This is an optimization exercise on Yosys and OpenROAD, whose aim is small area, not a production implementation.
RTL that was checked went through simulation tests only; none was proved equivalent to the original.
The RTL of run 2 was laid out without a check of its function.
Power and IR drop assume default switching activity.

==> flow/design.v <==
`timescale 1ns/1ps
package pcpu_pkg;
    localparam int DATA_W    = 16;
    localparam int ADDR_W    = 8;
    localparam int REG_SEL_W = 3;
    localparam int OP_HI   = 15;
    localparam int OP_LO   = 11;
    localparam int R1_HI   = 10;
    localparam int R1_LO   = 8;
    localparam int R2_HI   = 6;
    localparam int R2_LO   = 4;
    localparam int R3_HI   = 2;
    localparam int R3_LO   = 0;
    localparam int IMM8_HI = 7;
    localparam int IMM8_LO = 0;
    localparam int IMM4_HI = 3;
    localparam int IMM4_LO = 0;
    localparam logic [15:0] NOP_WORD = 16'h0000;
    localparam logic [4:0] NOP  = 5'b00000, HALT = 5'b00001, LOAD = 5'b00010, STORE = 5'b00011,
                           SLL  = 5'b00100, SRL  = 5'b00101, ADD  = 5'b01000, ADDI  = 5'b01001,
                           SUB  = 5'b01010, SUBI = 5'b01011, CMP  = 5'b01100, AND   = 5'b01101,
                           OR   = 5'b01110, XOR  = 5'b01111, LDIH = 5'b10000, JUMP  = 5'b11000,
                           JMPR = 5'b11001, BZ   = 5'b11010, BNZ  = 5'b11011, BN    = 5'b11100,
                           BNN  = 5'b11101, BC   = 5'b11110, BNC  = 5'b11111;
    localparam logic IDLE = 1'b0, EXEC = 1'b1;
endpackage
`timescale 1ns/1ps
import pcpu_pkg::*;
module pcpu (
    input  logic        clock,
    input  logic        reset,
    input  logic        enable,
    input  logic        start,
    input  logic [15:0] i_datain,
    output logic [7:0]  i_addr,
    input  logic [15:0] d_datain,
    output logic [7:0]  d_addr,
    output logic [15:0] d_dataout,
    output logic        d_we,
    input  logic [3:0]  select_y,
    output logic [15:0] y
);
    localparam logic [1:0] S_READ = 2'd0, S_SH4 = 2'd1, S_SH1 = 2'd2, S_EXEC = 2'd3;
    logic        run, started;
    logic [7:0]  pc;
    logic        zf, nf, cf;
    logic [1:0]  st;
    logic [1:0]  cnt;            
    logic [15:0] t;              
    logic [15:0] gr [1:7];       
    logic [15:0] ir;
    logic [4:0]  op;
    logic [2:0]  f1, f2, f3;
    logic [3:0]  imm4;
    logic [7:0]  imm8;
    logic        go;             
    logic        exec;
    assign ir   = i_datain;
    assign op   = ir[15:11];
    assign f1   = ir[10:8];
    assign f2   = ir[6:4];
    assign f3   = ir[2:0];
    assign imm4 = ir[3:0];
    assign imm8 = ir[7:0];
    assign go   = !run && enable && start;
    assign exec = (st == S_EXEC);
    logic is_ldst, is_load, is_store, is_shift, is_arith, is_imm8op, is_ctl, is_ldih, is_halt;
    logic is_sub, is_addsub, is_logic, is_cmp, is_rr;
    assign is_ldst   = (op[4:1] == 4'b0001);
    assign is_load   = (op == LOAD);
    assign is_store  = (op == STORE);
    assign is_shift  = (op[4:1] == 4'b0010);
    assign is_arith  = (op[4:3] == 2'b01);
    assign is_imm8op = is_arith && !op[2] && op[0];            
    assign is_rr     = is_arith && !is_imm8op;                  
    assign is_ctl    = (op[4:3] == 2'b11);
    assign is_ldih   = (op == LDIH);
    assign is_halt   = (op == HALT);
    assign is_cmp    = (op == CMP);
    assign is_sub    = is_arith && ((op[2:1] == 2'b01) || (op[2:0] == 3'b100));   
    assign is_addsub = is_arith && !(op[2] && (op[1] || op[0]));                
    assign is_logic  = is_arith && op[2] && (op[1] || op[0]);                   
    logic [2:0]  sel;
    logic [15:0] rd;
    always_comb
    begin
        if (!run)
            sel = select_y[2:0];
        else if (!exec)
            sel = is_store ? f1 : (is_shift ? f2 : f3);
        else if (is_ctl)
            sel = (op[2:0] == 3'b000) ? 3'd0 : f1;              
        else if (is_imm8op)
            sel = f1;
        else if (is_shift || is_ldih)
            sel = 3'd0;                                          
        else
            sel = f2;
    end
    always_comb
    begin
        rd = '0;
        for (int i = 1; i < 8; i++)
            if (sel == 3'(i)) rd = gr[i];
    end
    logic [15:0] b, sum, lres, res, wd;
    logic        cout;
    always_comb
    begin
        if (is_rr || is_shift)
            b = t;
        else if (is_ldst)
            b = 16'(imm4);
        else if (is_ldih)
            b = {imm8, 8'h00};
        else
            b = 16'(imm8);
    end
    logic [15:0] bx;
    logic [16:0] c;
    assign bx   = is_sub ? ~b : b;
    assign c[0] = is_sub;
    for (genvar i = 0; i < 16; i++)
    begin : g_add
        assign sum[i]   = rd[i] ^ bx[i] ^ c[i];
        assign c[i + 1] = (rd[i] & bx[i]) | (c[i] & (rd[i] ^ bx[i]));
    end
    assign cout = c[16];
    always_comb
    begin
        case (op[1:0])
            2'b01:   lres = rd & b;
            2'b10:   lres = rd | b;
            default: lres = rd ^ b;
        endcase
    end
    assign res = is_logic ? lres : sum;
    always_comb
    begin
        if (go)
            wd = '0;
        else if (is_load)
            wd = d_datain;
        else
            wd = res;
    end
    logic wr;
    assign wr = run && exec && (is_load || is_shift || is_ldih || (is_arith && !is_cmp))
             && (f1 != 3'd0);
    always_ff @(posedge clock)
    begin
        for (int i = 1; i < 8; i++)
            if (go || (wr && f1 == 3'(i)))
                gr[i] <= wd;
    end
    always_ff @(posedge clock)
    begin
        case (st)
            S_SH4:   t <= op[0] ? (t >> 4) : (t << 4);
            S_SH1:   t <= op[0] ? (t >> 1) : (t << 1);
            default: t <= rd;
        endcase
    end
    logic taken, cond;
    always_comb
    begin
        case (op[2:1])
            2'b01:   cond = zf;
            2'b10:   cond = nf;
            2'b11:   cond = cf;
            default: cond = 1'b1;
        endcase
        taken = is_ctl && ((op[2:1] == 2'b00) || (cond ^ op[0]));
    end
    logic [7:0] pc_inc;
    logic [8:0] pc_c;
    assign pc_c[0] = 1'b1;
    for (genvar i = 0; i < 8; i++)
    begin : g_inc
        assign pc_inc[i]   = pc[i] ^ pc_c[i];
        assign pc_c[i + 1] = pc[i] & pc_c[i];
    end
    logic [1:0] cnt_inc;
    assign cnt_inc = cnt + 2'd1;
    always_ff @(posedge clock)
    begin
        if (st == S_READ || cnt_inc == (st == S_SH4 ? imm4[3:2] : imm4[1:0]))
            cnt <= 2'd0;
        else
            cnt <= cnt_inc;
    end
    always_ff @(posedge clock or negedge reset)
    begin
        if (!reset)
        begin
            run     <= 1'b0;
            started <= 1'b0;
            st      <= S_READ;
            pc      <= '0;
            zf      <= 1'b0;
            nf      <= 1'b0;
            cf      <= 1'b0;
        end
        else if (!run)
        begin
            st <= S_READ;
            if (go)
            begin
                run     <= 1'b1;
                started <= 1'b1;
            end
        end
        else
        begin
            if (!enable)
                run <= 1'b0;
            case (st)
                S_READ:
                begin
                    if (is_halt)
                        run <= 1'b0;
                    else if (is_shift && imm4[3:2] != 2'd0)
                        st <= S_SH4;
                    else if (is_shift && imm4[1:0] != 2'd0)
                        st <= S_SH1;
                    else
                        st <= S_EXEC;
                end
                S_SH4:
                    if (cnt_inc == imm4[3:2])
                        st <= (imm4[1:0] != 2'd0) ? S_SH1 : S_EXEC;
                S_SH1:
                    if (cnt_inc == imm4[1:0])
                        st <= S_EXEC;
                default:
                begin
                    st <= S_READ;
                    pc <= taken ? sum[7:0] : pc_inc;
                    if (is_arith || is_shift)
                    begin
                        zf <= (res == 16'h0000);
                        nf <= res[15];
                    end
                    if (is_addsub)
                        cf <= cout ^ is_sub;
                    else if (is_logic)
                        cf <= 1'b0;
                end
            endcase
        end
    end
    assign i_addr    = pc;
    assign d_addr    = sum[7:0];
    assign d_dataout = t;
    assign d_we      = run && exec && is_store;
    always_comb
    begin
        y = '0;
        if (select_y == 4'd0)
        begin
            y[12]   = d_we;
            y[11]   = run;
            y[10:8] = {zf, nf, cf};
            y[7:0]  = pc;
        end
        else if (!select_y[3] && started)
            y = rd;
    end
endmodule
==> flow/run.sh <==
#!/bin/bash
# synth_recipe.tcl (not shown) runs the flow's synth.tcl, then flattens the netlist and writes it again
# the make line also repeats each setting of config.mk as NAME=value (left out here)
make -C /OpenROAD-flow-scripts/flow DESIGN_CONFIG=/design/flow/config.mk WORK_HOME=/design/flow/orfs CLKGATE_MAP_FILE= SYNTH_SCRIPT=/design/flow/synth_recipe.tcl finish
==> flow/config.mk <==
export PLATFORM = sky130hd
export DESIGN_NAME = pcpu
export DESIGN_NICKNAME = pcpu
export VERILOG_FILES = /design/flow/design.v
export SDC_FILE = /design/flow/constraint.sdc
export NUM_CORES = 4
export LEC_CHECK = 0
export ABC_AREA = 0
export CAP_MARGIN = 20
export CORE_MARGIN = 2
export CORE_UTILIZATION = 50
export SLEW_MARGIN = 20
==> flow/constraint.sdc <==
create_clock -name core_clock -period 10.0 [get_ports {clock}]
set_input_delay 2.0000 -clock core_clock [delete_from_list [all_inputs] [get_ports {clock}]]
set_output_delay 2.0000 -clock core_clock [all_outputs]
set_load 0.01 [all_outputs]
==> results of run 1 <==
critical path, delay by kind of cell:
family	cells	cell delay (ps)
AO/OA/AOI/OAI	6	1070
buffers and inverters	5	590
AND/OR/NAND/NOR	5	1190
adder cells (fa/ha/maj)	15	4920
multiplexers	2	500
logic make-up after synthesis:
logic type	after synthesis
DFF	145
AOI/OAI and AO/OA	245
and+or+nand+nor	211
xor gates and xnor gates	23
adders and majority gates	62
muxes	52
buffers and inverters	122
per-layer routing:
layer / share of wire / wire length, microns
met1: 0.42 / 11400
met2: 0.45 / 12300
met3: 0.096 / 2620
met4: 0.032 / 879
met5: 0 / 0
power by group:
| part | internal (W) | total (W) | switching [W] | leakage, nW |
|---|---|---|---|---|
| logic | 0.000639 | 0.00146 | 0.000823 | 2.80 |
| clock network | 0.000329 | 0.000609 | 0.000280 | 0.269 |
| registers | 0.000907 | 0.00101 | 0.000107 | 1.38 |
cell usage after synthesis, types with 17 or more instances:
cell type  instances  area [sq um]
mux2i_1           34           340
a22oi_1           28           210
edfxtp_1         112          3360
nor2_1            62           233
nand2_1           80           300
ha_1              47           588
o21ai_0           48           240
mux2_2            17           191
inv_1             64           240
dfxtp_1           18           360
a21oi_1           64           320
a211oi_1          38           285
clkbuf_1          46           173
xnor2_1           20           175
flip-flops by register name (all words and copies together), names as in the netlist:
signal,cells
st,2
cf,1
run,1
nf,1
zf,1
gr,112
started,1
pc,8
t,16
cnt,2
path summary, 6_finish.rpt:
path                               from  endpoint  slack [ps]  cells past startpoint
max in group asynchronous         reset     pc[7]        7330                      1
min reg2reg                     started   started         480                      1
max                        i_datain[12]        zf         110                     33
min                             started   started         480                      1
min in group asynchronous         reset     pc[1]        2090                      1
max reg2reg                       st[1]        zf        1390                     31
through the flow:
stage | TNS (ps) | instances | cell area [sq um] | power, W
4_1_cts | -241 | 1236 | 11100 | 0.00306
6_report | 0 | 1240 | 11300 | 0.00309
2_1_floorplan | -1080 | 860 | 8960 | 0.00178
3_5_place_dp | -13970 | 1201 | 10500 | 0.00245
5_1_grt | -228 | 1239 | 11200 | 0.00326
3_3_place_gp | -10170 | 1201 | 10500 | 0.00240
final cells by class:
| class | count | area (sq um) | area share |
|---|---|---|---|
| diodes | 1 | 2.50 | 0.000222 |
| flip-flops and latches | 145 | 4100 | 0.364 |
| repair buffers | 180 | 1590 | 0.141 |
| clock buffers | 17 | 425 | 0.0378 |
| clock inverters | 15 | 140 | 0.0125 |
| well taps | 225 | 282 | 0.0250 |
| multi-input cells | 593 | 4470 | 0.397 |
| inverters | 64 | 245 | 0.0218 |
what timing repair did:
| item | CTS | global route |
|---|---|---|
| buffers inserted | 3 | 3 |
| gates cloned | 0 | 0 |
| endpoints found under the setup margin | 17 | 16 |
| hold buffers | 0 | 0 |
| hold endpoints to repair | 0 | 0 |
| pin swaps | 4 | 11 |
| gates resized for setup | 13 | 33 |
==> key figures, run 1 <==
STA
  • Final worst slack: roughly 110 ps
  • Fin. max-slew vios: 0
  • Crit path time final: 9890 ps
  • Worst hold slack: roughly 480 ps
  • Final hold vios: 0
  • Setup violators final: 0
  • Clock Skews: 9.20 ps
  • FMAX: 101 MHz
  • Worst-Margin Slew: roughly 940 ps
  • RSZ-0062 raised after global routing: true
  • Max-slew headroom: 0.375
  • Fin crit share: 0.989

Placed design
  • DPL Wire Length: 19800 microns
  • Pre-CTS WS: -902 ps
  • IO Port Bufs: 88
  • RePlAce Congestion: roughly 0.96

Drt
  • Via/cell ratio: 6.02
  • Initial DRC count: ~700
  • Antenna-violating nets left: 0
  • Routed WL: 27200 microns
  • DRT Pass-1 Iters: 7
  • Drt wl/cell: approximately 22 microns
  • DRC: 0
  • Via count: 7467

Finish
  • Commonest non-fill, non-tap cell in the layout: edfxtp_1
  • Area grow syn2layout: 27.5%
  • Filler Cells Inserted: between 1000 and 1500
  • Layout Utilization: 0.651
  • Nets: between 1000 and 1500
  • Layout cells sized above 1: 0.197
  • Most frequent cells in the layout: edfxtp_1, buf_4, clkdlybuf4s50_1

Clocking
  • Max Buffers Root-to-Sink: 2
  • H-tree Lvls: 4
  • CTS sink cnt: between 100 and 150
  • Total CTS buffers: 17
  • Clk Latency, worst-skew pair: 430 ps
  • CTS tree: built
  • CTS root buf: clkbuf_16
  • Reg clk slew, reported paths: roughly 70 ps

Setup path
  • Critical path capture point type: flip-flop
  • CP dominant cell by count: fa_2
  • Crit path launch type: primary input
  • CP Max Fanout: 7
  • Slowest cell on the critical path: or4b_4
  • Worst EP arrival: roughly 10000 ps
  • Critical Path RT: slightly above 10000 ps
  • CP max stage delay: 510 ps
  • WS Path Type: primary input to flip-flop

Synth
  • Post-synthesis compound-gate area fraction: 0.182
  • Mux share of post-synthesis cell area: 0.0620
  • Warnings, synthesis: 2
  • Main combinational cell family by area after synthesis: compound AO/OA/AOI/OAI gates
  • Mapped Cells: between 800 and 900
  • Number of synthesized flops with an enable pin: about 110
  • Mapped Nets: around 960
  • Post-synthesis register bit count: roughly 150
  • Simple-gate portion of the synthesized area: 0.113
  • Async set or reset register ratio after synthesis: 0.103
  • Unique masters post-synth: 59
  • Most common flop cell mapped by yosys: edfxtp_1
  • Post-Syn Area: 8830 sq um
  • XOR/XNOR Fraction of Synth Area: 0.0228
  • Post-synthesis sequential area ratio: 0.464
  • Synthesized area per cell: just over 10 sq um
  • Post-synthesis adder-cell area fraction: 0.101

GRT
  • GR Util All Layers: 0.295
  • Met1 Use GR: 0.400
  • Total gr overflow: 0
  • Largest net degree at the start of global routing: 35
  • GRT busiest layer: met2
  • Global-route wire length before repair: a little over 40000 microns
  • Antenna violations before repair: 1
  • M3 GR Usage: 0.0719
  • Met2 Use GR: 0.456
  • Vias in the first global route: roughly 7000

Power and ir drop
  • PD cells: about 270 nW/um^2
  • Worst IR Drop VDD: between 200 and 250 uV
  • Static leakage: approximately 4.4 nW

Floorplan
  • Boundary pin count: 89
  • Die Wd: between 100 and 150 microns
  • Initial Utilization: 0.510
  • Standard-cell row count: 48
  • Die height: between 100 and 150 microns
  • Core ar.: 17300 sq um
  • Die ar.: approximately 19000 sq um

Hold path
  • Worst hold path type: flip-flop to flip-flop

Run
  • Max-Cap Viols: 0

Run status
  • Status: complete, no violations
==> run 2, diff against run 1 <==
--- a/flow/design.v
+++ b/flow/design.v
@@ -40,21 +40,23 @@
     input  logic [3:0]  select_y,
     output logic [15:0] y
 );
-    localparam logic [1:0] S_READ = 2'd0, S_SH4 = 2'd1, S_SH1 = 2'd2, S_EXEC = 2'd3;
+    localparam logic [2:0] S_READ = 3'd0, S_SH4 = 3'd1, S_SH1 = 3'd2, S_EXEC = 3'd3,
+                           S_CLRA = 3'd4, S_CLRB = 3'd5;
     logic        run, started;
     logic [7:0]  pc;
     logic        zf, nf, cf;
-    logic [1:0]  st;
+    logic [2:0]  st;
+    logic [2:0]  ph;             
     logic [1:0]  cnt;            
     logic [15:0] t;              
-    logic [15:0] gr [1:7];       
+    logic [15:0] ring [7];       
     logic [15:0] ir;
     logic [4:0]  op;
     logic [2:0]  f1, f2, f3;
     logic [3:0]  imm4;
     logic [7:0]  imm8;
     logic        go;             
-    logic        exec;
+    logic        exec, clr;
     assign ir   = i_datain;
     assign op   = ir[15:11];
     assign f1   = ir[10:8];
@@ -64,6 +66,7 @@
     assign imm8 = ir[7:0];
     assign go   = !run && enable && start;
     assign exec = (st == S_EXEC);
+    assign clr  = st[2];
     logic is_ldst, is_load, is_store, is_shift, is_arith, is_imm8op, is_ctl, is_ldih, is_halt;
     logic is_sub, is_addsub, is_logic, is_cmp, is_rr;
     assign is_ldst   = (op[4:1] == 4'b0001);
@@ -80,7 +83,8 @@
     assign is_sub    = is_arith && ((op[2:1] == 2'b01) || (op[2:0] == 3'b100));   
     assign is_addsub = is_arith && !(op[2] && (op[1] || op[0]));                
     assign is_logic  = is_arith && op[2] && (op[1] || op[0]);                   
-    logic [2:0]  sel;
+    logic [2:0]  sel, slot;
+    logic [3:0]  slot_sum;
     logic [15:0] rd;
     always_comb
     begin
@@ -97,13 +101,17 @@
         else
             sel = f2;
     end
+    assign slot_sum = {1'b0, sel} + {1'b0, ph};
+    assign slot     = (slot_sum >= 4'd7) ? 3'(slot_sum - 4'd7) : slot_sum[2:0];
     always_comb
     begin
         rd = '0;
-        for (int i = 1; i < 8; i++)
-            if (sel == 3'(i)) rd = gr[i];
-    end
-    logic [15:0] b, sum, lres, res, wd;
+        if (sel != 3'd0)
+            for (int j = 0; j < 7; j++)
+                if (slot == 3'(j)) rd = ring[j];
+    end
+    logic [15:0] b, bx, sum, wd;
+    logic [16:0] c;
     logic        cout;
     always_comb
     begin
@@ -116,49 +124,48 @@
         else
             b = 16'(imm8);
     end
-    logic [15:0] bx;
-    logic [16:0] c;
+    logic [15:0] x;
+    logic        op_and, op_or;
+    assign op_and = is_logic && (op[1:0] == 2'b01);
+    assign op_or  = is_logic && (op[1:0] == 2'b10);
     assign bx   = is_sub ? ~b : b;
     assign c[0] = is_sub;
     for (genvar i = 0; i < 16; i++)
     begin : g_add
-        assign sum[i]   = rd[i] ^ bx[i] ^ c[i];
-        assign c[i + 1] = (rd[i] & bx[i]) | (c[i] & (rd[i] ^ bx[i]));
+        assign x[i]     = is_logic ? ((op_or & rd[i] & b[i]) | (op_and & (rd[i] | b[i]))) : c[i];
+        assign sum[i]   = rd[i] ^ bx[i] ^ x[i];
+        assign c[i + 1] = (rd[i] & bx[i]) | (x[i] & (rd[i] ^ bx[i]));
     end
     assign cout = c[16];
     always_comb
     begin
-        case (op[1:0])
-            2'b01:   lres = rd & b;
-            2'b10:   lres = rd | b;
-            default: lres = rd ^ b;
-        endcase
-    end
-    assign res = is_logic ? lres : sum;
-    always_comb
-    begin
-        if (go)
+        if (clr)
             wd = '0;
         else if (is_load)
             wd = d_datain;
         else
-            wd = res;
-    end
-    logic wr;
-    assign wr = run && exec && (is_load || is_shift || is_ldih || (is_arith && !is_cmp))
-             && (f1 != 3'd0);
+            wd = sum;
+    end
+    logic writes, aligned, ready, wr;
+    logic [3:0] wsum;
+    assign writes  = (is_load || is_shift || is_ldih || (is_arith && !is_cmp)) && (f1 != 3'd0);
+    assign wsum    = {1'b0, f1} + {1'b0, ph};
+    assign aligned = (wsum == 4'd6) || (wsum == 4'd13);
+    assign ready   = !writes || aligned;
+    assign wr      = clr || (run && exec && writes && aligned);
     always_ff @(posedge clock)
     begin
-        for (int i = 1; i < 8; i++)
-            if (go || (wr && f1 == 3'(i)))
-                gr[i] <= wd;
+        ring[0] <= wr ? wd : ring[6];
+        for (int j = 1; j < 7; j++)
+            ring[j] <= ring[j - 1];
     end
     always_ff @(posedge clock)
     begin
         case (st)
+            S_READ:  t <= rd;
             S_SH4:   t <= op[0] ? (t >> 4) : (t << 4);
             S_SH1:   t <= op[0] ? (t >> 1) : (t << 1);
-            default: t <= rd;
+            default: t <= t;
         endcase
     end
     logic taken, cond;
@@ -192,6 +199,13 @@
     always_ff @(posedge clock or negedge reset)
     begin
         if (!reset)
+            ph <= 3'd0;
+        else
+            ph <= (ph == 3'd6) ? 3'd0 : ph + 3'd1;
+    end
+    always_ff @(posedge clock or negedge reset)
+    begin
+        if (!reset)
         begin
             run     <= 1'b0;
             started <= 1'b0;
@@ -208,6 +222,7 @@
             begin
                 run     <= 1'b1;
                 started <= 1'b1;
+                st      <= S_CLRA;
             end
         end
         else
@@ -215,6 +230,12 @@
             if (!enable)
                 run <= 1'b0;
             case (st)
+                S_CLRA:
+                    if (ph == 3'd6)
+                        st <= S_CLRB;
+                S_CLRB:
+                    if (ph == 3'd5)
+                        st <= S_READ;
                 S_READ:
                 begin
                     if (is_halt)
@@ -233,19 +254,20 @@
                     if (cnt_inc == imm4[1:0])
                         st <= S_EXEC;
                 default:
-                begin
-                    st <= S_READ;
-                    pc <= taken ? sum[7:0] : pc_inc;
-                    if (is_arith || is_shift)
+                    if (ready)
                     begin
-                        zf <= (res == 16'h0000);
-                        nf <= res[15];
+                        st <= S_READ;
+                        pc <= taken ? sum[7:0] : pc_inc;
+                        if (is_arith || is_shift)
+                        begin
+                            zf <= (wd == 16'h0000);
+                            nf <= wd[15];
+                        end
+                        if (is_addsub)
+                            cf <= cout ^ is_sub;
+                        else if (is_logic)
+                            cf <= 1'b0;
                     end
-                    if (is_addsub)
-                        cf <= cout ^ is_sub;
-                    else if (is_logic)
-                        cf <= 1'b0;
-                end
             endcase
         end
     end
==> flow/flow/run.sh (new file) <==
#!/bin/bash
# Layout flow: the standard flow (standard.sh) with changes that only
# affect which cells implement the logic:
#  - synthesis maps the logic with an area-oriented ABC script (area.abc);
#    everything else in synthesis, registers included, is the standard flow's own
#  - the port buffers are buf_1 cells
#  - clock tree synthesis uses small clock buffers and no dummy loads
# Each tool's output goes to a log file of its own in this folder.
set -euo pipefail
W=$(pwd)
F=$W/flow

# Synthesis script: the standard flow's, with ABC's mapping script replaced
first=$(head -n 1 synth_recipe.tcl)
if [[ "$first" != 'proc synth {args} { yosys synth -nofsm -noshare {*}$args }' ]]; then
  echo "unexpected synth_recipe.tcl first line: $first" >&2
  exit 1
fi
{
  echo 'proc synth {args} {'
  echo '  uplevel #0 { set abc_args [list -script $::env(AREA_ABC_SCRIPT) {*}$lib_args {*}$lib_dont_use_args -constr $::env(OBJECTS_DIR)/abc.constr] }'
  echo '  yosys synth -nofsm -noshare {*}$args'
  echo '}'
  tail -n +2 synth_recipe.tcl
} > area_synth.tcl

# standard.sh with the synthesis script replaced
sed "s#SYNTH_SCRIPT=[^ ]*#SYNTH_SCRIPT=$W/area_synth.tcl#" standard.sh > area_standard.sh
grep -q "SYNTH_SCRIPT=$W/area_synth.tcl" area_standard.sh

export AREA_ABC_SCRIPT=$F/area.abc
export BUFFER_PORTS_ARGS="-buffer_cell sky130_fd_sc_hd__buf_1"
export CTS_ARGS="-sink_clustering_enable -repair_clock_nets -dont_use_dummy_load -buf_list {sky130_fd_sc_hd__clkbuf_2 sky130_fd_sc_hd__clkbuf_4 sky130_fd_sc_hd__clkbuf_8}"

bash area_standard.sh finish > $W/flow_make.log 2>&1
test -f $W/out/final.def
==> flow/flow/area.abc (new file) <==
strash
dch
amap
strash
dch
amap
topo
stime -c
==> flow/standard.sh (new file) <==
#!/bin/bash
# synth_recipe.tcl (not shown) runs the flow's synth.tcl, then flattens the netlist and writes it again
# the make line also repeats each setting of config.mk as NAME=value (left out here)
make -C /OpenROAD-flow-scripts/flow DESIGN_CONFIG=/design/flow/config.mk WORK_HOME=/design/flow/orfs CLKGATE_MAP_FILE= SYNTH_SCRIPT=/design/flow/synth_recipe.tcl "${@:-finish}"
removed: flow/run.sh
==> run 2 against run 1 <==
Net effect:
- non-clock buffer count up 76
- highest routed layer unchanged
- power down 5.1%
- largest cell class unchanged
- largest power group unchanged
- via count up 1.5%
- now fails the layout checks on setup timing
- sequential power about the same
==> key figures, run 2 <==
Run status
  • Status: failed layout checks
  • SO Viols: setup timing

Finish
  • Biggest registers after layout: ring (112), t (16), pc (8)
  • Filler Cells Inserted: 1142 (-18%)
  • Commonest non-fill, non-tap cell in the layout: buf_4
  • Nets: 1137 (+3.1%)
  • Antenna Diode Count: 0 (-1)
  • Register area: 3240 sq um (-21%)
  • Max reg flops: 112 (unchanged)
  • Reg with most FFs: ring
  • Area grow syn2layout: 37.5%
  • Layout cells sized above 1: 0.273 (+0.0753)
  • Post-route cell area: 9590 sq um (-15%)
  • Area occupied by multi-input gates: 3750 sq um (-16%)
  • Most frequent cells in the layout: buf_4, dfxtp_1, clkinv_1

Synth
  • Warnings, synthesis: 2 (unchanged)
  • Area leader, netlist: dfxtp_1
  • Mapped Nets: 862 (-10%)
  • Most common flop cell mapped by yosys: dfxtp_1
  • Synthesized area per cell: 8.81 sq um (-14%)
  • Post-synthesis sequential area ratio: 0.464 (about the same)
  • Mapped Cells: 791 (-8.0%)
  • Post-synthesis register bit count: 149 (+2.8%)
  • Number of synthesized flops with an enable pin: 16 (-86%)
  • Post-synth top area share: 0.327 (-0.0537)
  • Most common cell in the netlist: dfxtp_1
  • Async set or reset register ratio after synthesis: 0.128 (+0.0241)
  • Synth cell count leaders: dfxtp_1, clkinv_1, o21ai_0
  • Unique masters post-synth: 38 (-36%)
  • Top cells by area, synth: dfxtp_1, edfxtp_1, dfrtp_1
  • Post-Syn Area: 6970 sq um (-21%)

Drt
  • Via count: 7580 (+1.5%)
  • DRT Pass-1 Iters: 8 (+1)
  • Antenna-violating nets left: 0 (unchanged)
  • DRC: 0 (unchanged)
  • Drt wl/cell: 20.1 microns (-8.6%)
  • Via/cell ratio: 6.09 (+1.2%)
  • Routed WL: 25000 microns (-8.3%)
  • Initial DRC count: 665 (-5.3%)

Placed design
  • Placed Instance Area: 8960 sq um (-15%)
  • IO Port Bufs: 88 (unchanged)
  • RePlAce Congestion: 0.975 (+2.0%)
  • DPL Wire Length: 18500 microns (-6.6%)

Clocking
  • Number of buffers inserted by hold repair at cts: 0 (unchanged)
  • Clk Latency, worst-skew pair: 460 ps (+30 ps)
  • CTS tree: built
  • Reg clk slew, reported paths: 80 ps (about the same)
  • CTS sink cnt: 149 (+2.8%)
  • Max Buffers Root-to-Sink: 2 (unchanged)
  • Total CTS buffers: 17 (unchanged)
  • CTS root buf: clkbuf_8
  • H-tree Lvls: 4 (unchanged)

Floorplan
  • Die Wd: 122 microns (-11%)
  • Core ar.: 13800 sq um (-20%)
  • Boundary pin count: 89 (unchanged)
  • Die ar.: 14900 sq um (-20%)
  • Initial Utilization: 0.506 (-0.00409)
  • Standard-cell row count: 43 (-10%)
  • Die height: 122 microns (-11%)

Hold path
  • Hold path start: ring[0][3]
  • Worst hold path type: flip-flop to flip-flop

STA
  • Final hold vios: 0 (unchanged)
  • Fin. max-slew vios: 0 (unchanged)
  • Max-slew headroom: 0.306 (-0.0691)
  • Worst hold slack: 314 ps (-161 ps)
  • FMAX: 72.3 MHz (-29%)
  • RSZ-0062 raised after global routing: true
  • Clock Skews: 39.6 ps (+30.4 ps)
  • Fin crit share: 1.38 (+0.394)
  • Setup violators final: 20 (+20)
  • Crit path time final: 13830 ps (+3940 ps)
  • Final worst slack: -3830 ps (-3940 ps)
  • Sum Neg Setup Slack: -39690 ps (-39690 ps)
  • Worst-Margin Slew: 1040 ps (+99.8 ps)

Power and ir drop
  • Worst IR Drop VDD: 145 uV (-29%)
  • PD cells: 305 nW/um^2 (+11%)
  • Static leakage: 3.73 nW (-16%)

Run
  • Max-Cap Viols: 0 (unchanged)

Setup path
  • CP Buf/Inv Count: 8 (+3)
  • CP dominant cell by count: fa_2
  • WS Path Type: primary input to flip-flop
  • Family with the most delay on the worst path: adder cells
  • Worst EP arrival: 14120 ps (+3870 ps)
  • Critical R2R Launch: st[2]
  • CP max stage delay: 510 ps (about the same)
  • Slowest cell on the critical path: fa_1
  • CP Max Fanout: 4 (-3)
  • Critical Path RT: 10290 ps (-70 ps)
  • Critical Path Source: i_datain[14]
  • Critical path capture point type: flip-flop
  • Crit path launch type: primary input

GRT
  • Global-route wire length before repair: 38200 microns (-5.6%)
  • Antenna violations before repair: 0 (-1)
  • Total gr overflow: 0 (unchanged)
  • Largest net degree at the start of global routing: 26 (-26%)
  • Vias in the first global route: 7162 (+2.5%)
  • GR Util All Layers: 0.339 (+0.0443)
-- run 2: cell count changes in the layout (fill, tap and decap cells not counted), moves of 61 or more --
| cell | previous run | this run |
|---|---|---|
| buf_1 | 0 | 77 |
| buf_4 | 86 | 164 |
| edfxtp_1 | 112 | 16 |
| inv_1 | 61 | 0 |
| clkdlybuf4s50_1 | 83 | 0 |
| dfxtp_1 | 18 | 114 |
| clkinv_1 | 1 | 90 |
-- run 2: cell families after synthesis --
logic type	synth area share
and+or+nand+nor	0.130
buffers and inverters	0.0565
DFF	0.464
adders and majority gates	0.0750
AOI/OAI and AO/OA	0.274
-- run 2: per-stage QoR --
step | utilization | worst slack [ps] | power (W) | instances
3_5_place_dp | 0.651 | -4390 | 0.00243 | 1212
4_1_cts | 0.683 | -3580 | 0.00285 | 1239
6_report | 0.696 | -3830 | 0.00293 | 1244
5_1_grt | 0.696 | -4420 | 0.00310 | 1244
3_3_place_gp | 0.651 | -4130 | 0.00240 | 1212
2_1_floorplan | - | -3930 | 0.00175 | 791
-- run 2: power by group --
| part | switching, W | internal (W) | total, W |
|---|---|---|---|
| Sequential | 0.000152 | 0.000886 | 0.00104 |
| Clock | 0.000193 | 0.000150 | 0.000342 |
| Combinational | 0.000868 | 0.000679 | 0.00155 |
-- run 2: what timing repair did --
item	CTS	global route
gates resized for setup	39	34
pin swaps	27	26
setup buffers	10	5
endpoints found under the hold margin	0	0
endpoints found under the setup margin	21	23
-- run 2: path summary, 6_finish.rpt --
| check | slack, ps | endpoint | cells after the start |
|---|---|---|---|
| worst max-delay path | -3830 | zf | 75 |
| worst min register to register | 310 | ring[1][3] | 0 |
| worst max register to register | -2260 | zf | 70 |
| worst min-delay path | 310 | ring[1][3] | 0 |
| max in group asynchronous | 8190 | cf | 2 |
| min in group asynchronous | 1530 | nf | 2 |
-- run 2: routing by layer --
metal,vias up,global-route usage,share of wire
met5,-,0,0
met4,0,0.142,0.038
met3,79,0.0571,0.075
met2,397,0.552,0.47
met1,3629,0.449,0.42
li1,3475,-,-
-- run 2: cell type report --
class,count,area share
Multi-Input combinational cell,537,0.392
Sequential cell,149,0.338
Timing Repair Buffer,256,0.177
Inverter,105,0.0456
Clock buffer,17,0.0244
Tap cell,180,0.0235
==> run 3, diff against run 2 <==
--- a/flow/design.v
+++ b/flow/design.v
@@ -40,14 +40,16 @@
     input  logic [3:0]  select_y,
     output logic [15:0] y
 );
-    localparam logic [2:0] S_READ = 3'd0, S_SH4 = 3'd1, S_SH1 = 3'd2, S_EXEC = 3'd3,
-                           S_CLRA = 3'd4, S_CLRB = 3'd5;
+    localparam logic [2:0] S_READ = 3'd0, S_SH4 = 3'd1, S_SH1 = 3'd2, S_LO = 3'd3,
+                           S_CLRA = 3'd4, S_CLRB = 3'd5, S_HI = 3'd6, S_PRE = 3'd7;
     logic        run, started;
     logic [7:0]  pc;
     logic        zf, nf, cf;
     logic [2:0]  st;
     logic [2:0]  ph;             
     logic [1:0]  cnt;            
+    logic        c8;             
+    logic [7:0]  aq;             
     logic [15:0] t;              
     logic [15:0] ring [7];       
     logic [15:0] ir;
@@ -56,7 +58,7 @@
     logic [3:0]  imm4;
     logic [7:0]  imm8;
     logic        go;             
-    logic        exec, clr;
+    logic        lo, hi, clr;
     assign ir   = i_datain;
     assign op   = ir[15:11];
     assign f1   = ir[10:8];
@@ -65,10 +67,11 @@
     assign imm4 = ir[3:0];
     assign imm8 = ir[7:0];
     assign go   = !run && enable && start;
-    assign exec = (st == S_EXEC);
-    assign clr  = st[2];
+    assign lo   = (st == S_LO);
+    assign hi   = (st == S_HI);
+    assign clr  = (st == S_CLRA) || (st == S_CLRB);
     logic is_ldst, is_load, is_store, is_shift, is_arith, is_imm8op, is_ctl, is_ldih, is_halt;
-    logic is_sub, is_addsub, is_logic, is_cmp, is_rr;
+    logic is_sub, is_addsub, is_logic, is_cmp, is_rr, op_and, op_or;
     assign is_ldst   = (op[4:1] == 4'b0001);
     assign is_load   = (op == LOAD);
     assign is_store  = (op == STORE);
@@ -83,6 +86,8 @@
     assign is_sub    = is_arith && ((op[2:1] == 2'b01) || (op[2:0] == 3'b100));   
     assign is_addsub = is_arith && !(op[2] && (op[1] || op[0]));                
     assign is_logic  = is_arith && op[2] && (op[1] || op[0]);                   
+    assign op_and    = is_logic && (op[1:0] == 2'b01);
+    assign op_or     = is_logic && (op[1:0] == 2'b10);
     logic [2:0]  sel, slot;
     logic [3:0]  slot_sum;
     logic [15:0] rd;
@@ -90,12 +95,12 @@
     begin
         if (!run)
             sel = select_y[2:0];
-        else if (!exec)
-            sel = is_store ? f1 : (is_shift ? f2 : f3);
+        else if (st == S_READ)
+            sel = is_shift ? f2 : f3;
         else if (is_ctl)
             sel = (op[2:0] == 3'b000) ? 3'd0 : f1;              
-        else if (is_imm8op)
-            sel = f1;
+        else if (is_imm8op || (is_store && hi))
+            sel = f1;                                            
         else if (is_shift || is_ldih)
             sel = 3'd0;                                          
         else
@@ -110,49 +115,54 @@
             for (int j = 0; j < 7; j++)
                 if (slot == 3'(j)) rd = ring[j];
     end
-    logic [15:0] b, bx, sum, wd;
-    logic [16:0] c;
-    logic        cout;
+    logic [7:0] a8, b8, bx, sum8;
+    logic [8:0] c;
+    logic       cout;
+    assign a8 = aq;
+    always_ff @(posedge clock)
+        aq <= (lo || hi) ? rd[15:8] : rd[7:0];
     always_comb
     begin
         if (is_rr || is_shift)
-            b = t;
+            b8 = hi ? t[15:8] : t[7:0];
+        else if (hi)
+            b8 = is_ldih ? imm8 : 8'h00;
         else if (is_ldst)
-            b = 16'(imm4);
+            b8 = {4'h0, imm4};
         else if (is_ldih)
-            b = {imm8, 8'h00};
+            b8 = 8'h00;
         else
-            b = 16'(imm8);
+            b8 = imm8;
     end
-    logic [15:0] x;
-    logic        op_and, op_or;
-    assign op_and = is_logic && (op[1:0] == 2'b01);
-    assign op_or  = is_logic && (op[1:0] == 2'b10);
-    assign bx   = is_sub ? ~b : b;
-    assign c[0] = is_sub;
-    for (genvar i = 0; i < 16; i++)
+    logic [7:0] add8, lres8;
+    assign bx   = is_sub ? ~b8 : b8;
+    assign c[0] = hi ? c8 : is_sub;
+    for (genvar i = 0; i < 8; i++)
     begin : g_add
-        assign x[i]     = is_logic ? ((op_or & rd[i] & b[i]) | (op_and & (rd[i] | b[i]))) : c[i];
-        assign sum[i]   = rd[i] ^ bx[i] ^ x[i];
-        assign c[i + 1] = (rd[i] & bx[i]) | (x[i] & (rd[i] ^ bx[i]));
+        assign add8[i]  = a8[i] ^ bx[i] ^ c[i];
+        assign c[i + 1] = (a8[i] & bx[i]) | (c[i] & (a8[i] ^ bx[i]));
     end
-    assign cout = c[16];
+    assign cout = c[8];
     always_comb
     begin
-        if (clr)
-            wd = '0;
-        else if (is_load)
-            wd = d_datain;
+        if (op_and)
+            lres8 = a8 & b8;
+        else if (op_or)
+            lres8 = a8 | b8;
         else
-            wd = sum;
+            lres8 = a8 ^ b8;
     end
-    logic writes, aligned, ready, wr;
-    logic [3:0] wsum;
+    assign sum8 = is_logic ? lres8 : add8;
+    logic [15:0] res, wd;
+    logic        writes, aligned, ready, wr;
+    logic [3:0]  wsum;
+    assign res = {sum8, t[7:0]};
+    assign wd  = clr ? 16'h0000 : (is_load ? d_datain : res);
     assign writes  = (is_load || is_shift || is_ldih || (is_arith && !is_cmp)) && (f1 != 3'd0);
     assign wsum    = {1'b0, f1} + {1'b0, ph};
     assign aligned = (wsum == 4'd6) || (wsum == 4'd13);
     assign ready   = !writes || aligned;
-    assign wr      = clr || (run && exec && writes && aligned);
+    assign wr      = clr || (run && hi && writes && aligned);
     always_ff @(posedge clock)
     begin
         ring[0] <= wr ? wd : ring[6];
@@ -165,9 +175,15 @@
             S_READ:  t <= rd;
             S_SH4:   t <= op[0] ? (t >> 4) : (t << 4);
             S_SH1:   t <= op[0] ? (t >> 1) : (t << 1);
+            S_LO:    t[7:0] <= sum8;
             default: t <= t;
         endcase
     end
+    always_ff @(posedge clock)
+    begin
+        if (lo)
+            c8 <= cout;
+    end
     logic taken, cond;
     always_comb
     begin
@@ -245,23 +261,27 @@
                     else if (is_shift && imm4[1:0] != 2'd0)
                         st <= S_SH1;
                     else
-                        st <= S_EXEC;
+                        st <= S_PRE;
                 end
                 S_SH4:
                     if (cnt_inc == imm4[3:2])
-                        st <= (imm4[1:0] != 2'd0) ? S_SH1 : S_EXEC;
+                        st <= (imm4[1:0] != 2'd0) ? S_SH1 : S_PRE;
                 S_SH1:
                     if (cnt_inc == imm4[1:0])
-                        st <= S_EXEC;
+                        st <= S_PRE;
+                S_PRE:
+                    st <= S_LO;
+                S_LO:
+                    st <= S_HI;
                 default:
                     if (ready)
                     begin
                         st <= S_READ;
-                        pc <= taken ? sum[7:0] : pc_inc;
+                        pc <= taken ? t[7:0] : pc_inc;
                         if (is_arith || is_shift)
                         begin
-                            zf <= (wd == 16'h0000);
-                            nf <= wd[15];
+                            zf <= (res == 16'h0000);
+                            nf <= res[15];
                         end
                         if (is_addsub)
                             cf <= cout ^ is_sub;
@@ -272,9 +292,9 @@
         end
     end
     assign i_addr    = pc;
-    assign d_addr    = sum[7:0];
-    assign d_dataout = t;
-    assign d_we      = run && exec && is_store;
+    assign d_addr    = t[7:0];
+    assign d_dataout = rd;
+    assign d_we      = run && hi && is_store;
     always_comb
     begin
         y = '0;
--- a/flow/flow/run.sh
+++ b/flow/flow/run.sh
@@ -30,7 +30,8 @@
 
 export AREA_ABC_SCRIPT=$F/area.abc
 export BUFFER_PORTS_ARGS="-buffer_cell sky130_fd_sc_hd__buf_1"
-export CTS_ARGS="-sink_clustering_enable -repair_clock_nets -dont_use_dummy_load -buf_list {sky130_fd_sc_hd__clkbuf_2 sky130_fd_sc_hd__clkbuf_4 sky130_fd_sc_hd__clkbuf_8}"
+export CTS_ARGS="-sink_clustering_enable -repair_clock_nets -dont_use_dummy_load -sink_clustering_size 40 -sink_clustering_max_diameter 150 -buf_list {sky130_fd_sc_hd__clkbuf_2 sky130_fd_sc_hd__clkbuf_4 sky130_fd_sc_hd__clkbuf_8}"
+export RECOVER_POWER=100
 
 bash area_standard.sh finish > $W/flow_make.log 2>&1
 test -f $W/out/final.def
--- a/flow/config.mk
+++ b/flow/config.mk
@@ -5,8 +5,8 @@
 export SDC_FILE = /design/flow/constraint.sdc
 export NUM_CORES = 4
 export LEC_CHECK = 0
-export ABC_AREA = 0
 export CAP_MARGIN = 20
 export CORE_MARGIN = 2
-export CORE_UTILIZATION = 50
+export CORE_UTILIZATION = 65
+export GPL_TIMING_DRIVEN = 0
 export SLEW_MARGIN = 20
==> run 3 against run 2 <==
Net effect:
- the run now finishes clean
- area after synthesis is 3.6% higher
- first-iteration DRC count is 73% higher
- power is 22% lower
- sequential power is 12% lower
- largest power group unchanged
==> key figures, run 3 <==
Power and ir drop
  • Worst IR Drop VDD: 190 uV (+31%)
  • PD cells: 277 nW/um^2 (-9.2%)
  • Static leakage: 3.14 nW (-16%)

Drt
  • DRT Pass-1 Iters: 9 (+1)
  • DRC: 0 (unchanged)
  • Drt wl/cell: 21.3 microns (+6.4%)
  • Routed WL: 23000 microns (-7.9%)
  • Via count: 7135 (-5.9%)
  • Via/cell ratio: 6.62 (+8.7%)
  • Initial DRC count: 1149 (+73%)
  • Antenna-violating nets left: 0 (unchanged)

STA
  • Sum Neg Setup Slack: 0 ps (+39690 ps)
  • Worst hold slack: 346 ps (+32.2 ps)
  • Fin crit share: 0.976 (-0.407)
  • Clock Skews: 18.3 ps (-21.3 ps)
  • Final worst slack: 236 ps (+4070 ps)
  • Max-slew headroom: 0.114 (-0.192)
  • Worst-Margin Slew: 1330 ps (+292 ps)
  • Fin. max-slew vios: 0 (unchanged)
  • Final hold vios: 0 (unchanged)
  • FMAX: 102 MHz (+42%)
  • RSZ-0062 raised after global routing: true
  • Setup violators final: 0 (-100%)
  • Crit path time final: 9760 ps (-4070 ps)

Finish
  • Area grow syn2layout: 14.3%
  • Area occupied by multi-input gates: 3490 sq um (-7.1%)
  • Layout cells sized above 1: 0.0662 (-0.206)
  • Biggest registers after layout: ring (112), t (16)
  • Max reg flops: 112 (unchanged)
  • Antenna Diode Count: 0 (unchanged)
  • Commonest non-fill, non-tap cell in the layout: dfxtp_1
  • Most frequent cells in the layout: dfxtp_1, nor2_1, clkinv_1
  • Reg with most FFs: ring
  • Filler Cells Inserted: 807 (-29%)
  • Register area: 3430 sq um (+5.9%)
  • Post-route cell area: 8250 sq um (-14%)
  • Nets: 1018 (-10%)

GRT
  • GR Util All Layers: 0.388 (+0.0481)
  • Largest net degree at the start of global routing: 33 (+27%)
  • Vias in the first global route: 6609 (-7.7%)
  • Total gr overflow: 0 (unchanged)
  • Antenna violations before repair: 0 (unchanged)
  • Global-route wire length before repair: 34500 microns (-9.8%)

Placed design
  • IO Port Bufs: 88 (unchanged)
  • RePlAce Congestion: 0.991 (+1.6%)
  • Placed Instance Area: 7850 sq um (-12%)
  • DPL Wire Length: 16500 microns (-11%)
  • Pre-CTS WS: -1670 ps (+2710 ps)

Floorplan
  • Die ar.: 12000 sq um (-20%)
  • Die Wd: 109 microns (-10%)
  • Core ar.: 10800 sq um (-21%)
  • Die height: 109 microns (-10%)
  • Boundary pin count: 89 (unchanged)
  • Initial Utilization: 0.666 (+0.160)
  • Standard-cell row count: 38 (-12%)

Setup path
  • Worst path cell trace: buf_1 -> clkinv_1 -> nor3_1 -> clkinv_1 -> nor3_1 -> nor3_1 -> or2_0 -> nor2b_1 -> nor3_1 -> a21oi_1 -> o22a_1 -> ha_1 -> clkinv_1 -> fa_1 -> clkinv_1 -> ha_1 -> clkinv_1 -> o21ai_4 -> nand2_1 -> o21ai_4 -> nand3_2 -> o21ai_0 -> o21ai_0 -> buf_1
  • Worst-case reg-to-reg path depth: 21 (-70%)
  • CP Max Fanout: 32 (+28)
  • Critical Path RT: 8000 ps (-2290 ps)
  • CP Buf/Inv Count: 7 (-1)
  • Slowest cell on the critical path: o21ai_0
  • CP max stage delay: 1040 ps (+530 ps)
  • Family with the most delay on the worst path: compound AO/OA/AOI/OAI gates
  • Crit path launch type: primary input
  • CP dominant cell by count: clkinv_1
  • Worst EP arrival: 7760 ps (-6360 ps)
  • Crit path depth: 24 (-68%)
  • WS Path Type: primary input to output port
  • Critical path capture point type: output port

Run
  • Max-Cap Viols: 0 (unchanged)

Synth
  • Mapped Cells: 816 (+3.2%)
  • Most common flop cell mapped by yosys: dfxtp_1
  • Mapped Nets: 895 (+3.8%)
  • Post-Syn Area: 7220 sq um (+3.6%)
  • Area leader, netlist: dfxtp_1
  • Warnings, synthesis: 2 (unchanged)
  • Async set or reset register ratio after synthesis: 0.120 (-0.00726)
  • Post-synthesis register bit count: 158 (+6.0%)
  • Top cells by area, synth: dfxtp_1, edfxtp_1, dfrtp_1
  • Most common cell in the netlist: dfxtp_1
  • Post-synthesis sequential area ratio: 0.475 (+0.0104)
  • Synthesized area per cell: 8.85 sq um (+0.38%)
  • Number of synthesized flops with an enable pin: 17 (+1)
  • Post-synth top area share: 0.338 (+0.0110)
  • Unique masters post-synth: 42 (+11%)
  • Synth cell count leaders: dfxtp_1, nor2_1, clkinv_1

Clocking
  • Max Buffers Root-to-Sink: 2 (unchanged)
  • CTS tree: built
  • H-tree Lvls: 4 (unchanged)
  • Reg clk slew, reported paths: 60 ps (-20 ps)
  • Total CTS buffers: 17 (unchanged)
  • Clk Latency, worst-skew pair: 450 ps (about the same)
  • CTS root buf: clkbuf_8
  • CTS sink cnt: 158 (+6.0%)

Hold path
  • Hold Path Cell Cnt: 0 (unchanged)
  • Worst hold path type: flip-flop to flip-flop

Run status
  • Status: complete, no violations
## run 3: changes by cell type in the layout (fill, tap and decap cells not counted), sizes merged, moves of 11 or more
cell	before	now
buf	256	102
o221ai	20	9
o21ai	94	79
ha	13	29
nor2	91	110
a211oi	17	3
## run 3: metrics by stage
| step | util | power, W | cells |
|---|---|---|---|
| 2_1_floorplan | - | 0.00147 | 816 |
| 3_3_place_gp | 0.713 | 0.00180 | 1044 |
| 3_5_place_dp | 0.724 | 0.00186 | 1053 |
| 4_1_cts | 0.754 | 0.00222 | 1075 |
| 5_1_grt | 0.761 | 0.00240 | 1077 |
| 6_report | 0.761 | 0.00229 | 1077 |
## run 3: area by class of cell
type	count	area share
inverter	99	0.0458
clock buffer	17	0.0284
tap	140	0.0212
timing repair buffer	104	0.0587
sequential	158	0.416
buffer	8	0.00728
multi-input combinational	551	0.423
## run 3: worst paths after layout
check | start | endpoint | slack (ps)
worst max-delay path | i_datain[12] | y[4] | 240
worst min-delay path | ring[5][3] | ring[6][3] | 350
worst max register to register | st[2] | zf | 2170
worst min register to register | ring[5][3] | ring[6][3] | 350
max in group asynchronous | reset | pc[6] | 7380
min in group asynchronous | reset | ph[1] | 1830
## run 3: report_power, final
group | switching, W | internal, W
registers | 0.000135 | 0.000779
logic | 0.000686 | 0.000339
clock network | 0.000200 | 0.000150
total | 0.00102 | 0.00127
## run 3: logic make-up (layout without fill, tap and decap cells)
group | Yosys count | after routing | synth area share
and+or+nand+nor | 242 | 242 | 0.144
adders and majority gates | 39 | 39 | 0.0780
AOI/OAI and AO/OA | 270 | 270 | 0.244
DFF | 158 | 158 | 0.475
buffers and inverters | 107 | 228 | 0.0598
## run 3: layer usage
metal  track usage  vias up  part of all wire
li1              -     3216                 -
met1         0.511     3358              0.38
met2         0.611      490              0.47
met3        0.0919       71              0.12
met4         0.169        0             0.039
met5             0        -                 0
## run 3: timing repair
item | in CTS | in global routing
setup buffers | 5 | 2
pin swaps | 3 | 1
endpoints found under the setup margin | 32 | 32
hold buffers | 0 | 0
gates resized for setup | 21 | 17
==> run 4, diff against run 3 <==
--- a/flow/flow/run.sh
+++ b/flow/flow/run.sh
@@ -30,8 +30,7 @@
 
 export AREA_ABC_SCRIPT=$F/area.abc
 export BUFFER_PORTS_ARGS="-buffer_cell sky130_fd_sc_hd__buf_1"
-export CTS_ARGS="-sink_clustering_enable -repair_clock_nets -dont_use_dummy_load -sink_clustering_size 40 -sink_clustering_max_diameter 150 -buf_list {sky130_fd_sc_hd__clkbuf_2 sky130_fd_sc_hd__clkbuf_4 sky130_fd_sc_hd__clkbuf_8}"
-export RECOVER_POWER=100
+export CTS_ARGS="-sink_clustering_enable -repair_clock_nets -dont_use_dummy_load -buf_list {sky130_fd_sc_hd__clkbuf_2 sky130_fd_sc_hd__clkbuf_4 sky130_fd_sc_hd__clkbuf_8}"
 
 bash area_standard.sh finish > $W/flow_make.log 2>&1
 test -f $W/out/final.def
--- a/flow/config.mk
+++ b/flow/config.mk
@@ -7,6 +7,6 @@
 export LEC_CHECK = 0
 export CAP_MARGIN = 20
 export CORE_MARGIN = 2
-export CORE_UTILIZATION = 65
+export CORE_UTILIZATION = 50
 export GPL_TIMING_DRIVEN = 0
 export SLEW_MARGIN = 20
==> run 4 against run 3 <==
Net effect:
- still clean on timing, DRC and antenna
- area after synthesis stayed put
- via count is 3.9% lower
- cell count is 3.4% higher
- non-clock buffer count down 3
- critical endpoint is now y[10]
- largest power group unchanged
- highest routed layer unchanged
==> key figures, run 4 <==
Finish
  • Nets: 1015 (-0.29%)
  • Max reg flops: 112 (unchanged)
  • Reg with most FFs: ring
  • Layout cells sized above 1: 0.0675 (+0.00128)
  • Layout Utilization: 0.593 (-0.168)
  • Antenna Diode Count: 0 (unchanged)
  • Fin cells: 1114 (+3.4%)
  • Filler Cells Inserted: 1292 (+60%)
  • Commonest non-fill, non-tap cell in the layout: dfxtp_1
  • Area grow syn2layout: 15.0%
  • Most frequent cells in the layout: dfxtp_1, nor2_1, clkinv_1
  • Biggest registers after layout: ring (112), t (16)

Hold path
  • Worst hold path type: flip-flop to flip-flop
  • Hold Path End: ring[6][8]
  • Hold Path Cell Cnt: 0 (unchanged)
  • Hold path start: ring[5][8]

Floorplan
  • Boundary pin count: 89 (unchanged)
  • Die height: 124 microns (+14%)
  • Die ar.: 15400 sq um (+29%)
  • Initial Utilization: 0.516 (-0.150)
  • Standard-cell row count: 43 (+13%)
  • Die Wd: 124 microns (+14%)
  • Core ar.: 14000 sq um (+29%)

Setup path
  • WS Path Type: primary input to output port
  • Slowest cell on the critical path: fa_1
  • CP max stage delay: 540 ps (-500 ps)
  • Worst-case reg-to-reg path depth: 21 (unchanged)
  • CP Max Fanout: 9 (-72%)
  • Worst EP arrival: 7650 ps (-110 ps)
  • Reg-to-reg setup timing slack: 2510 ps (+340 ps)
  • Critical Path RT: 8000 ps (about the same)
  • R2R Path End: zf
  • Critical path capture point type: output port
  • Critical R2R Launch: st[2]
  • Crit path launch type: primary input
  • CP dominant cell by count: clkinv_1

Drt
  • Initial DRC count: 748 (-35%)
  • DRC: 0 (unchanged)
  • Antenna-violating nets left: 0 (unchanged)
  • DRT Pass-1 Iters: 5 (-4)
  • Via count: 6860 (-3.9%)
  • Drt wl/cell: 21.2 microns (-0.86%)
  • Routed WL: 23600 microns (+2.5%)
  • Via/cell ratio: 6.16 (-7.0%)

STA
  • Crit path time final: 9650 ps (-115 ps)
  • Fin crit share: 0.965 (-0.0115)
  • Worst-Margin Slew: 1010 ps (-314 ps)
  • Worst hold slack: 327 ps (-19.1 ps)
  • Final hold vios: 0 (unchanged)
  • Clock Skews: 33.7 ps (+15.4 ps)
  • RSZ-0062 raised after global routing: true
  • Setup violators final: 0 (unchanged)
  • Max-slew headroom: 0.316 (+0.202)
  • FMAX: 104 MHz (+1.2%)
  • Fin. max-slew vios: 0 (unchanged)

Synth
  • Most common flop cell mapped by yosys: dfxtp_1
  • Area leader, netlist: dfxtp_1
  • Post-synthesis sequential area ratio: 0.475 (unchanged)
  • Mapped Nets: 895 (unchanged)
  • Post-synthesis register bit count: 158 (unchanged)
  • Most common cell in the netlist: dfxtp_1
  • Warnings, synthesis: 2 (unchanged)
  • Mapped Cells: 816 (unchanged)
  • Post-synth top area share: 0.338 (unchanged)
  • Async set or reset register ratio after synthesis: 0.120 (unchanged)
  • Number of synthesized flops with an enable pin: 17 (unchanged)
  • Unique masters post-synth: 42 (unchanged)
  • Top cells by area, synth: dfxtp_1, edfxtp_1, dfrtp_1
  • Post-Syn Area: 7220 sq um (unchanged)
  • Synthesized area per cell: 8.85 sq um (unchanged)
  • Synth cell count leaders: dfxtp_1, nor2_1, clkinv_1

GRT
  • Largest net degree at the start of global routing: 33 (unchanged)
  • Global-route wire length before repair: 35700 microns (+3.5%)
  • Total gr overflow: 0 (unchanged)
  • Vias in the first global route: 6415 (-2.9%)
  • Antenna violations before repair: 0 (unchanged)
  • GR Util All Layers: 0.313 (-0.0743)

Clocking
  • Total CTS buffers: 17 (unchanged)
  • CTS tree: built
  • Max Buffers Root-to-Sink: 2 (unchanged)
  • H-tree Lvls: 4 (unchanged)
  • CTS root buf: clkbuf_8
  • CTS sink cnt: 158 (unchanged)
  • Reg clk slew, reported paths: 90 ps (+30 ps)
  • Clk Latency, worst-skew pair: 460 ps (about the same)

Run status
  • Status: complete, no violations

Placed design
  • DPL Wire Length: 17200 microns (+4.4%)
  • RePlAce Congestion: 0.974 (-1.7%)
  • IO Port Bufs: 88 (unchanged)
  • DP Cell Count: 1092 (+3.7%)

Power and ir drop
  • Worst IR Drop VDD: 154 uV (-19%)
  • PD cells: 276 nW/um^2 (-0.62%)
  • Static leakage: 3.13 nW (-0.13%)

Run
  • Max-Cap Viols: 0 (unchanged)
## run 4: where the power goes
part	internal, W	leakage, nW	switching [W]
sequential	0.000779	1.41	0.000134
clock	0.000150	0.122	0.000201
combinational	0.000340	1.60	0.000685
## run 4: per-layer routing
layer | wire (microns) | global-route usage
met4 | 652 | 0.105
met2 | 10900 | 0.501
met5 | 0 | 0
met1 | 10200 | 0.428
met3 | 1850 | 0.0582
## run 4: cell type report
class	instances	area (sq um)	share of cell area
Sequential cell	158	3430	0.413
Tap cell	180	225	0.0271
Clock buffer	17	234	0.0282
Inverter	99	378	0.0455
Timing Repair Buffer	101	487	0.0586
Multi-Input combinational cell	551	3490	0.420
Buffer	8	60.1	0.00724
## run 4: per-stage QoR
step / setup WS [ps] / power [W] / area (sq um) / TNS [ps]
after floorplan: 817 / 0.00147 / 7220 / 0
after global placement: -2740 / 0.00183 / 7770 / -93620
after detailed placement: -1700 / 0.00188 / 7900 / -47900
after CTS: 64.5 / 0.00225 / 8240 / 0
after global routing: -126 / 0.00242 / 8300 / -489
final: 351 / 0.00229 / 8300 / 0
## run 4: worst max-delay path by stage
stage | startpoint | end | slack (ps) | cells after the start
3_3_place_gp | i_datain[11] | y[10] | -2740 | 26
6_report | i_datain[12] | y[10] | 350 | 30
4_1_cts | i_datain[12] | y[1] | 60 | 30
5_1_grt | i_datain[12] | y[10] | -130 | 30
2_1_floorplan | i_datain[14] | y[3] | 820 | 26
3_5_place_dp | i_datain[11] | y[9] | -1700 | 27
## run 4: kinds of logic (layout without fill, tap and decap cells)
group | Yosys count | after routing | share of synthesized area
compound gates | 270 | 270 | 0.244
fa+ha+maj | 39 | 39 | 0.0780
buf+inv | 107 | 225 | 0.0598
flops | 158 | 158 | 0.475
simple gates | 242 | 242 | 0.144
## run 4: repair_timing
item / in CTS / in global routing
pin swaps: 3 / 1
endpoints found under the setup margin: 32 / 32
buffers inserted: 3 / 2
resized for setup: 28 / 14
hold buffers: 0 / 0
## run 4: critical path: cells and delay by family
family          cells  cell delay, ps
compound gates      9            1760
fa+ha+maj           3             870
buf+inv             9            1390
simple gates        9            1600
==> run 5, diff against run 4 <==
--- a/flow/flow/run.sh
+++ b/flow/flow/run.sh
@@ -1,7 +1,8 @@
 #!/bin/bash
 # Layout flow: the standard flow (standard.sh) with changes that only
 # affect which cells implement the logic:
-#  - synthesis maps the logic with an area-oriented ABC script (area.abc);
+#  - synthesis maps the logic with an area-oriented ABC script (area.abc:
+#    a 30-second &deepsyn restructuring, then area mapping with amap);
 #    everything else in synthesis, registers included, is the standard flow's own
 #  - the port buffers are buf_1 cells
 #  - clock tree synthesis uses small clock buffers and no dummy loads
==> flow/flow/area.abc (replaced) <==
strash
&get -n
&deepsyn -T 30
&put
dch -f
amap
strash
dch
amap
topo
stime -c
==> run 5 against run 4 <==
Net effect:
- maximum frequency rose by 1.8%
- critical endpoint is now y[8]
- sequential power rose by 13%
- first-iteration DRC count fell by 9.4%
==> key figures, run 5 <==
Run status
  • Status: complete, no violations

STA
  • Setup violators final: 0 (unchanged)
  • Crit path time final: 9480 ps (-172 ps)
  • Sum Neg Setup Slack: 0 ps (unchanged)
  • Final hold vios: 0 (unchanged)
  • FMAX: 106 MHz (+1.8%)
  • Clock Skews: 34.9 ps (+1.19 ps)
  • Worst hold slack: 317 ps (-10.1 ps)
  • Fin crit share: 0.948 (-0.0172)
  • Fin. max-slew vios: 0 (unchanged)
  • Max-slew headroom: 0.306 (-0.0103)
  • Worst-Margin Slew: 1030 ps (+12.7 ps)
  • RSZ-0062 raised after global routing: false

Placed design
  • RePlAce Congestion: 0.960 (-1.4%)
  • Placed Instance Area: 7720 sq um (-2.2%)
  • IO Port Bufs: 88 (unchanged)
  • DPL Wire Length: 17500 microns (+1.7%)
  • DP Cell Count: 1033 (-5.4%)

Synth
  • Synthesized area per cell: 9.32 sq um (+5.4%)
  • Most common flop cell mapped by yosys: dfxtp_1
  • Most common cell in the netlist: clkinv_1
  • Warnings, synthesis: 2 (unchanged)
  • Post-Syn Area: 7060 sq um (-2.2%)
  • Mapped Nets: 836 (-6.6%)
  • Post-synthesis sequential area ratio: 0.486 (+0.0109)
  • Unique masters post-synth: 45 (+7.1%)
  • Top cells by area, synth: dfxtp_1, edfxtp_1, clkinv_1
  • Mapped Cells: 757 (-7.2%)
  • Async set or reset register ratio after synthesis: 0.120 (unchanged)
  • Post-synth top area share: 0.346 (+0.00774)
  • Synth cell count leaders: clkinv_1, dfxtp_1, nor2_1
  • Post-synthesis register bit count: 158 (unchanged)
  • Number of synthesized flops with an enable pin: 17 (unchanged)
  • Area leader, netlist: dfxtp_1

Setup path
  • Critical R2R Launch: st[2]
  • CP Max Fanout: 9 (unchanged)
  • Crit path launch type: primary input
  • Worst-case reg-to-reg path depth: 26 (+24%)
  • R2R Path End: zf
  • Reg-to-reg setup timing slack: 2580 ps (+70 ps)
  • WS Path Type: primary input to output port
  • Critical Path RT: 8000 ps (about the same)
  • Worst EP arrival: 7480 ps (-170 ps)
  • Critical path capture point type: output port

Clocking
  • Number of buffers inserted by hold repair at cts: 0 (unchanged)
  • Reg clk slew, reported paths: 90 ps (about the same)
  • H-tree Lvls: 4 (unchanged)
  • CTS sink cnt: 158 (unchanged)
  • Max Buffers Root-to-Sink: 2 (unchanged)
  • Clk Latency, worst-skew pair: 450 ps (about the same)
  • Total CTS buffers: 17 (unchanged)
  • CTS tree: built
  • CTS root buf: clkbuf_8

Finish
  • Filler Cells Inserted: 1243 (-3.8%)
  • Max reg flops: 112 (unchanged)
  • Layout Utilization: 0.587 (-0.00601)
  • Register area: 3430 sq um (unchanged)
  • Area grow syn2layout: 15.1% (about the same)
  • Nets: 956 (-5.8%)
  • Layout cells sized above 1: 0.0811 (+0.0137)
  • Biggest registers after layout: ring (112), t (16)
  • Post-route cell area: 8120 sq um (-2.2%)
  • Reg with most FFs: ring
  • Fin cells: 1056 (-5.2%)
  • Commonest non-fill, non-tap cell in the layout: clkinv_1
  • Most frequent cells in the layout: clkinv_1, dfxtp_1, buf_1
  • Area occupied by multi-input gates: 3240 sq um (-7.1%)

Drt
  • Via count: 6553 (-4.5%)
  • Antenna-violating nets left: 0 (unchanged)
  • Via/cell ratio: 6.21 (+0.77%)
  • Drt wl/cell: 22.2 microns (+4.9%)
  • Routed WL: 23400 microns (-0.56%)
  • Initial DRC count: 678 (-9.4%)
  • DRC: 0 (unchanged)
  • DRT Pass-1 Iters: 8 (+3)

GRT
  • Vias in the first global route: 6258 (-2.4%)
  • Global-route wire length before repair: 35000 microns (-1.8%)
  • Antenna violations before repair: 0 (unchanged)
  • Total gr overflow: 0 (unchanged)
  • Largest net degree at the start of global routing: 20 (-39%)
  • GR Util All Layers: 0.314 (+0.000403)

Floorplan
  • Die Wd: 123 microns (-1.1%)
  • Boundary pin count: 89 (unchanged)
  • Standard-cell row count: 43 (unchanged)
  • Die height: 123 microns (-1.1%)
  • Core ar.: 13800 sq um (-1.2%)
  • Initial Utilization: 0.510 (-0.00565)
  • Die ar.: 15100 sq um (-2.2%)

Power and ir drop
  • Static leakage: 3.01 nW (-4.0%)
  • PD cells: 269 nW/um^2 (-2.4%)
  • Worst IR Drop VDD: 186 uV (+21%)

Hold path
  • Worst hold path type: flip-flop to flip-flop
  • Hold path start: ring[3][11]
  • Hold Path Cell Cnt: 0 (unchanged)
  • Hold Path End: ring[4][11]

Run
  • Max-Cap Viols: 0 (unchanged)
[run 5: through the flow]
step	power, W	setup slack, ps
2_1_floorplan	0.00146	821
3_3_place_gp	0.00175	-1650
3_5_place_dp	0.00179	-635
4_1_cts	0.00215	26.5
5_1_grt	0.00231	19.9
6_report	0.00219	523
[run 5: cells by family (layout without fill, tap and decap cells)]
group,after synthesis,after routing,synth area share
compound gates,247,247,0.246
simple gates,174,174,0.110
flops,158,158,0.486
fa+ha+maj,39,39,0.0798
buf+inv,139,257,0.0782
other cells,0,1,0
[run 5: worst max-delay path, stage by stage]
cell,delay (ps)
buf_1,160
or2_0,290
nor2_2,170
clkinv_1,120
nor2_1,140
nand3_1,140
o21ai_0,180
a21oi_1,70
nand3_1,130
o22ai_1,120
a222oi_1,270
clkinv_1,170
ha_1,220
clkinv_1,70
fa_1,450
clkinv_1,70
ha_1,140
clkinv_1,150
o21ai_4,250
nor2_1,100
a21oi_4,250
inv_4,130
and3_1,210
a2111oi_0,390
o22ai_1,140
a21oi_1,540
o22ai_1,220
buf_1,170
[run 5: metal layers]
metal	share of wire	routed length, microns	GRT usage	up-vias
li1	-	-	-	3022
met1	0.42	9750	0.418	3138
met3	0.092	2150	0.0641	42
met2	0.47	11000	0.503	351
met4	0.023	544	0.118	0
met5	0	0	0	-
[run 5: final cells by class]
cell class                 instances  share of cell area
buffer                             8             0.00739
tap                              180              0.0277
clock buffer                      17              0.0288
multi-input combinational        460               0.399
timing repair buffer             101              0.0532
antenna                            1            0.000308
sequential                       158               0.422
inverter                         131              0.0615
[run 5: worst max path at each step]
stage,startpoint,endpoint,slack [ps],cells after the start
2_1_floorplan,i_datain[13],y[11],820,28
6_report,i_datain[13],y[8],520,28
3_3_place_gp,i_datain[12],y[11],-1650,29
4_1_cts,i_datain[12],y[7],30,29
3_5_place_dp,i_datain[12],y[11],-640,30
5_1_grt,i_datain[13],y[8],20,28
[run 5: what timing repair did]
action | in CTS | in global routing
setup endpoints to repair | 28 | 29
gates resized for setup | 15 | 20
pin swaps | 1 | 4
setup buffers | 0 | 5
[run 5: power breakdown]
part           total, W  internal (W)  leakage, nW  switching, W
sequential      0.00103      0.000868         1.43      0.000158
combinational  0.000812      0.000271         1.46      0.000541
clock          0.000349      0.000150        0.122      0.000200

[what the ideal ports hide]
Ports are ideal in the flow. The routed layouts listed here were re-timed in OpenROAD. Step 1 sets driving cells, clkbuf_16 on the clock port and buf_2 on the other inputs (assumed; they add their load-dependent delay and slew). Step 2 times the ports against the registers' clock, not the clock port: input delays grow and output delays shrink by t, the midpoint of the rising clock arrivals with the driver on. Three values: no drivers, after step 1, after step 2; two values: the first two.
| run | t (ns) | slack for setup (ns) | worst setup path after step 2 | worst slew at a driven data input, ns | pins driven straight from the clock port |
|---|---|---|---|---|---|
| run 1 | 0.469 | 0.110 / 0.128 / -0.341 | input to register | 0.05 | 1 |
| run 2 | 0.481 | -3.834 / -3.846 / -4.326 | input to register | 0.07 | 1 |
| run 3 | 0.480 | 0.236 / 0.212 / 0.212 | input to output | 0.04 | 1 |
| run 4 | 0.481 | 0.351 / 0.325 / 0.325 | input to output | 0.04 | 1 |
| run 5 | 0.472 | 0.523 / 0.496 / 0.496 | input to output | 0.05 | 1 |
With both steps, setup timing fails in run 1, where it was met with ideal ports. For run 2, which loses most, drivers alone change the setup slack by -0.012 ns; drivers and shift together by -0.492 ns.
